This is an optimization exercise on Yosys and OpenROAD, whose aim is small area and few clock cycles, not a production implementation. Function was checked by simulation only, so behaviour that the tests miss may differ from the original. No driver is modelled on the clock port, so clocking that relies on it looks cheaper here than on a real chip. Power figures rest on the tool's default switching activity, not on a simulated workload.

Design data_sender_top, start of the top module:
module data_sender_top (
    input  logic         clk,
    input  logic         rst,
    input  logic [3:0]   msg_length,
    input  logic [119:0] msg_payload,
    input  logic         msg_ready,
    input  logic         cmd_valid,
    input  logic [7:0]   cmd_char,
    input  logic [31:0]  status_word,
    input  logic [2:0]   status_flags,
    output logic         txd,
    output logic         ready
);
    localparam logic [2:0] S_IDLE = 3'd0,
                           S_BANG = 3'd1,    
                           S_LEN  = 3'd2,    
                           S_PAY  = 3'd3,    
                           S_CR   = 3'd4,
                           S_LF   = 3'd5,
                           S_ESC  = 3'd6,    
                           S_CHR  = 3'd7;    
    localparam logic [3:0] D_HEAD = 4'b0001;   
    logic [7:0] ring [15];
    logic       inv;        
    logic [3:0] rem;        
    logic [3:0] d;          
    logic [2:0] seq;
    logic       dup;        
    logic       buf_full;   
    logic       cmd_pend;   
    logic       c4, c2;     
    logic       p4, p2;     
    logic [3:0] cnt;        
    logic [3:0] bitc;       
    logic       nb;         
    logic       esc;        
    logic       txd_q;
    logic       cmd_go, load, lds, keep, nload, nkeep, owed, start, adv, valid;
    logic       bit_v, tick, last, next_byte;
    logic [2:0] b;
    logic [7:0] hexc, ctl;
    logic [39:0] st;
    assign ready  = !buf_full && !cmd_pend;
    assign txd    = txd_q;
    assign cmd_go = cmd_valid &&
                    (cmd_char == 8'h43 || cmd_char == 8'h52 || cmd_char == 8'h57);
  ...
==> module data_sender_top, before the edit <==
module data_sender_top (
    input  logic         clk,
    input  logic         rst,
    input  logic [3:0]   msg_length,
    input  logic [119:0] msg_payload,
    input  logic         msg_ready,
    input  logic         cmd_valid,
    input  logic [7:0]   cmd_char,
    input  logic [31:0]  status_word,
    input  logic [2:0]   status_flags,
    output logic         txd,
    output logic         ready
);
    localparam logic [2:0] S_IDLE = 3'd0,
                           S_BANG = 3'd1,    
                           S_LEN  = 3'd2,    
                           S_PAY  = 3'd3,    
                           S_CR   = 3'd4,
                           S_LF   = 3'd5,
                           S_ESC  = 3'd6,    
                           S_CHR  = 3'd7;    
    localparam logic [3:0] D_HEAD = 4'b0001;   
    logic [7:0] ring [15];
    logic       inv;        
    logic [3:0] rem;        
    logic [3:0] d;          
    logic [2:0] seq;
    logic       dup;        
    logic       buf_full;   
    logic       cmd_pend;   
    logic       c4, c2;     
    logic       p4, p2;     
    logic [3:0] cnt;        
    logic [3:0] bitc;       
    logic       nb;         
    logic       esc;        
    logic       txd_q;
    logic       cmd_go, load, lds, keep, nload, nkeep, owed, start, adv, valid;
    logic       bit_v, tick, last, next_byte;
    logic [2:0] b;
    logic [7:0] hexc, ctl;
    logic [39:0] st;
    assign ready  = !buf_full && !cmd_pend;
    assign txd    = txd_q;
    assign cmd_go = cmd_valid &&
                    (cmd_char == 8'h43 || cmd_char == 8'h52 || cmd_char == 8'h57);
    assign owed  = (seq != S_IDLE) || buf_full || cmd_pend;
    assign tick  = (cnt == 4'd15);
    assign last  = (bitc == 4'd10);
    assign start = tick && last && owed;
    assign adv   = tick && (bitc == 4'd7);
    assign b     = bitc[2:0];
    assign load  = msg_ready && ready;
    assign lds   = start && cmd_pend && p4 && !p2;
    assign keep  = (!msg_ready || buf_full) && !lds;
    assign nload = !load;
    assign nkeep = !keep;
    assign st    = {status_word, 5'b00000, status_flags};
    always_ff @(posedge clk) begin
        for (int k = 0; k < 5; k++)
            ring[k] <= ~((msg_payload[119 - 8*k -: 8] & {8{load}}) |
                         (st[39 - 8*k -: 8] & {8{lds}}) |
                         (ring[k + 1] & {8{keep}}));
        for (int k = 5; k < 15; k++)
            ring[k] <= ~((msg_payload[119 - 8*k -: 8] | {8{nload}}) &
                         (ring[(k + 1) % 15] | {8{nkeep}}));
        inv <= load || lds || !inv;
    end
    assign hexc = (rem < 4'd10) ? {4'h3, rem} : 8'h37 + {4'h0, rem};
    always_comb begin
        case (seq)
            S_BANG: ctl = 8'h21;
            S_LEN:  ctl = hexc;
            S_CR:   ctl = 8'h0D;
            S_LF:   ctl = 8'h0A;
            S_ESC:  ctl = 8'h10;
            S_CHR:  ctl = {3'b010, c4, 1'b0, c2, 1'b1, !c4 || c2};
            default: ctl = 8'h00;
        endcase
    end
    assign valid = (seq != S_PAY) || (d == D_HEAD);
    assign bit_v = (seq == S_PAY) ? ring[0][b] ^ inv : ctl[b];
    always_ff @(posedge clk) begin
        if (valid && !bitc[3]) begin
            nb  <= bit_v;
            esc <= (b == 3'd0 || esc) && (bit_v == (b == 3'd4));
        end
    end
    always_ff @(posedge clk) begin
        if (rst) begin
            cnt   <= 4'd0;
            bitc  <= 4'd10;
            txd_q <= 1'b1;
        end else begin
            cnt <= cnt + 4'd1;
            if (tick) begin
                if (last) begin
                    if (owed) bitc <= 4'd0;
                    txd_q <= !owed;
                end else begin
                    bitc  <= bitc + 4'd1;
                    txd_q <= bitc[3] || nb;
                end
            end
        end
    end
    assign next_byte = adv && !(seq == S_PAY && esc && !dup);
    always_ff @(posedge clk) begin
        if (rst) begin
            seq      <= S_IDLE;
            buf_full <= 1'b0;
            cmd_pend <= 1'b0;
        end else begin
            if (load) buf_full <= 1'b1;
            if (cmd_go) cmd_pend <= 1'b1;
            if (start) begin
                if (cmd_pend) begin
                    seq      <= S_ESC;
                    buf_full <= lds;
                    cmd_pend <= 1'b0;
                end else if (seq == S_IDLE) begin
                    seq <= S_BANG;
                end
            end else if (next_byte) begin
                case (seq)
                    S_BANG: seq <= S_LEN;
                    S_LEN: begin
                        if (rem == 4'd0) begin
                            seq      <= S_CR;
                            buf_full <= 1'b0;
                        end else begin
                            seq <= S_PAY;
                        end
                    end
                    S_PAY: begin
                        if (rem == 4'd1) begin
                            seq      <= S_CR;
                            buf_full <= 1'b0;
                        end
                    end
                    S_CR:  seq <= S_LF;
                    S_LF:  seq <= S_IDLE;
                    S_ESC: seq <= S_CHR;
                    S_CHR: seq <= (c4 && !c2) ? S_PAY : S_IDLE;
                    default: seq <= S_IDLE;
                endcase
            end
        end
    end
    always_ff @(posedge clk) begin
        if (adv) dup <= seq == S_PAY && esc && !dup;
        if (cmd_go) begin
            p4 <= cmd_char[4];
            p2 <= cmd_char[2];
        end
        if (start && cmd_pend) begin
            c4 <= p4;
            c2 <= p2;
        end
        if (load || lds) begin
            rem <= load ? msg_length : 4'd5;
            d   <= D_HEAD;
        end else begin
            if (next_byte && seq == S_PAY) rem <= rem - 4'd1;
            else d <= {d[2:0], d[3] ^ d[2]};
        end
    end
endmodule
Settings: LEC_CHECK=0, ABC_AREA=0, CAP_MARGIN=20, CORE_MARGIN=2, CORE_UTILIZATION=60, PLACE_DENSITY=0.72, SLEW_MARGIN=20; clock period 10.0 ns.
standard.sh (not shown) runs the stock make flow with config.mk's settings and CLKGATE_MAP_FILE= SYNTH_SCRIPT=/design/flow/synth_recipe.tcl, a recipe that flattens the netlist after the stock synthesis.
==> flow/flow/run.sh <==
#!/bin/bash
# The standard layout with three changes: plain buf_1 cells as the port
# buffers, a clock tree of clkbuf_4 cells without dummy loads, and the clock
# buffers with a high output slew upsized to clkbuf_8 after CTS.
set -euo pipefail
export BUFFER_PORTS_ARGS="-buffer_cell sky130_fd_sc_hd__buf_1"
export CTS_ARGS="-sink_clustering_enable -repair_clock_nets -dont_use_dummy_load -buf_list sky130_fd_sc_hd__clkbuf_4"
export POST_CTS_TCL="$PWD/flow/post_cts.tcl"
bash standard.sh > standard.log 2>&1
==> flow/flow/post_cts.tcl <==
# After clock tree synthesis: upsize the clock buffers whose output slew is
# high, so every flip-flop clock pin stays well inside the slew limit, then
# legalise the placement again.
estimate_parasitics -placement
set upsized 0
foreach inst [[ord::get_db_block] getInsts] {
  set name [$inst getName]
  if {[[$inst getMaster] getName] ne "sky130_fd_sc_hd__clkbuf_4"} { continue }
  if {![string match "clkbuf_*" $name]} { continue }
  set slew [get_property [get_pins $name/X] slew_max]
  if {$slew > 0.095} {
    replace_cell [get_cells $name] sky130_fd_sc_hd__clkbuf_8
    puts "post_cts: upsized $name (slew $slew)"
    incr upsized
  }
}
if {$upsized > 0} {
  detailed_placement
  check_placement -verbose
}
Testbench counts at the start, summed over its fixed seeds: cycles 820,024.
==> next run, changes <==
--- a/flow/design.v
+++ b/flow/design.v
@@ -32,6 +32,5 @@
                            S_CR   = 3'd4,
                            S_LF   = 3'd5,
-                           S_ESC  = 3'd6,    
-                           S_CHR  = 3'd7;    
+                           S_ESC  = 3'd6;    
     localparam logic [3:0] D_HEAD = 4'b0001;   
     logic [7:0] ring [15];
@@ -43,6 +42,6 @@
     logic       buf_full;   
     logic       cmd_pend;   
-    logic       c4, c2;     
     logic       p4, p2;     
+    logic       cw;         
     logic [3:0] cnt;        
     logic [3:0] bitc;       
@@ -54,5 +53,5 @@
     logic [2:0] b;
     logic [7:0] hexc, ctl;
-    logic [39:0] st;
+    logic [47:0] st;
     assign ready  = !buf_full && !cmd_pend;
     assign txd    = txd_q;
@@ -61,20 +60,21 @@
     assign owed  = (seq != S_IDLE) || buf_full || cmd_pend;
     assign tick  = (cnt == 4'd15);
-    assign last  = (bitc == 4'd10);
+    assign last  = (bitc == 4'd2);
     assign start = tick && last && owed;
-    assign adv   = tick && (bitc == 4'd7);
+    assign adv   = tick && (bitc == 4'd15);
     assign b     = bitc[2:0];
     assign load  = msg_ready && ready;
-    assign lds   = start && cmd_pend && p4 && !p2;
+    assign lds   = start && cmd_pend;
     assign keep  = (!msg_ready || buf_full) && !lds;
     assign nload = !load;
     assign nkeep = !keep;
-    assign st    = {status_word, 5'b00000, status_flags};
+    assign st    = {3'b010, p4, 1'b0, p2, 1'b1, !p4 || p2,
+                    status_word, 5'b00000, status_flags};
     always_ff @(posedge clk) begin
-        for (int k = 0; k < 5; k++)
+        for (int k = 0; k < 6; k++)
             ring[k] <= ~((msg_payload[119 - 8*k -: 8] & {8{load}}) |
-                         (st[39 - 8*k -: 8] & {8{lds}}) |
+                         (st[47 - 8*k -: 8] & {8{lds}}) |
                          (ring[k + 1] & {8{keep}}));
-        for (int k = 5; k < 15; k++)
+        for (int k = 6; k < 15; k++)
             ring[k] <= ~((msg_payload[119 - 8*k -: 8] | {8{nload}}) &
                          (ring[(k + 1) % 15] | {8{nkeep}}));
@@ -89,5 +89,4 @@
             S_LF:   ctl = 8'h0A;
             S_ESC:  ctl = 8'h10;
-            S_CHR:  ctl = {3'b010, c4, 1'b0, c2, 1'b1, !c4 || c2};
             default: ctl = 8'h00;
         endcase
@@ -96,5 +95,5 @@
     assign bit_v = (seq == S_PAY) ? ring[0][b] ^ inv : ctl[b];
     always_ff @(posedge clk) begin
-        if (valid && !bitc[3]) begin
+        if (valid && bitc[3]) begin
             nb  <= bit_v;
             esc <= (b == 3'd0 || esc) && (bit_v == (b == 3'd4));
@@ -104,5 +103,5 @@
         if (rst) begin
             cnt   <= 4'd0;
-            bitc  <= 4'd10;
+            bitc  <= 4'd2;
             txd_q <= 1'b1;
         end else begin
@@ -110,9 +109,9 @@
             if (tick) begin
                 if (last) begin
-                    if (owed) bitc <= 4'd0;
+                    if (owed) bitc <= 4'd8;
                     txd_q <= !owed;
                 end else begin
                     bitc  <= bitc + 4'd1;
-                    txd_q <= bitc[3] || nb;
+                    txd_q <= !bitc[3] || nb;
                 end
             end
@@ -127,5 +126,4 @@
         end else begin
             if (load) buf_full <= 1'b1;
-            if (cmd_go) cmd_pend <= 1'b1;
             if (start) begin
                 if (cmd_pend) begin
@@ -149,5 +147,5 @@
                     S_PAY: begin
                         if (rem == 4'd1) begin
-                            seq      <= S_CR;
+                            seq      <= cw ? S_IDLE : S_CR;
                             buf_full <= 1'b0;
                         end
@@ -155,9 +153,9 @@
                     S_CR:  seq <= S_LF;
                     S_LF:  seq <= S_IDLE;
-                    S_ESC: seq <= S_CHR;
-                    S_CHR: seq <= (c4 && !c2) ? S_PAY : S_IDLE;
+                    S_ESC: seq <= S_PAY;
                     default: seq <= S_IDLE;
                 endcase
             end
+            if (cmd_go) cmd_pend <= 1'b1;
         end
     end
@@ -168,10 +166,8 @@
             p2 <= cmd_char[2];
         end
-        if (start && cmd_pend) begin
-            c4 <= p4;
-            c2 <= p2;
-        end
+        if (lds)       cw <= !(p4 && !p2);
+        else if (load) cw <= 1'b0;
         if (load || lds) begin
-            rem <= load ? msg_length : 4'd5;
+            rem <= load ? msg_length : (p4 && !p2) ? 4'd6 : 4'd1;
             d   <= D_HEAD;
         end else begin
=> Non-clock buffer count rose by 2; utilization fell by 0.92 points; synthesized area rose by 13%; maximum frequency fell by 6.5%; worst hold slack stays flat; first-iteration DRC count fell by 22%; global-route usage rose by 0.10 points; sequential power rose by 4.4%; final area rose by 11%.
Testbench counts after the change, summed over its fixed seeds: cycles 820,024.

==> afterwards: timing with drivers on the ports <==
The flow's constraints put no driver on any port. The routed layouts listed below were extracted and timed again, unchanged, in two steps.
Step 1 sets driving cells, clkbuf_16 on the clock port and buf_2 on the other inputs (assumed; they add their load-dependent delay and slew).
Step 2, shift: input delay + t, output delay - t, t = (earliest + latest rising clock arrival at the registers) / 2. This alone moves slack from input paths to output paths.
Slacks: ideal / step 1 / step 2; pairs: ideal / step 1.
| run | shift t [ns] | setup slack, ns | pins driven straight from the clock port |
|---|---|---|---|
| the first run | 0.425 | 6.680 / 6.646 / 6.476 | 1 |
| the second run | 0.455 | 6.451 / 6.464 / 6.010 | 1 |
After both steps setup and hold are still met in every run listed. The setup slack of the second run, which loses most, moves by +0.013 ns with the drivers and by -0.441 ns with both steps.
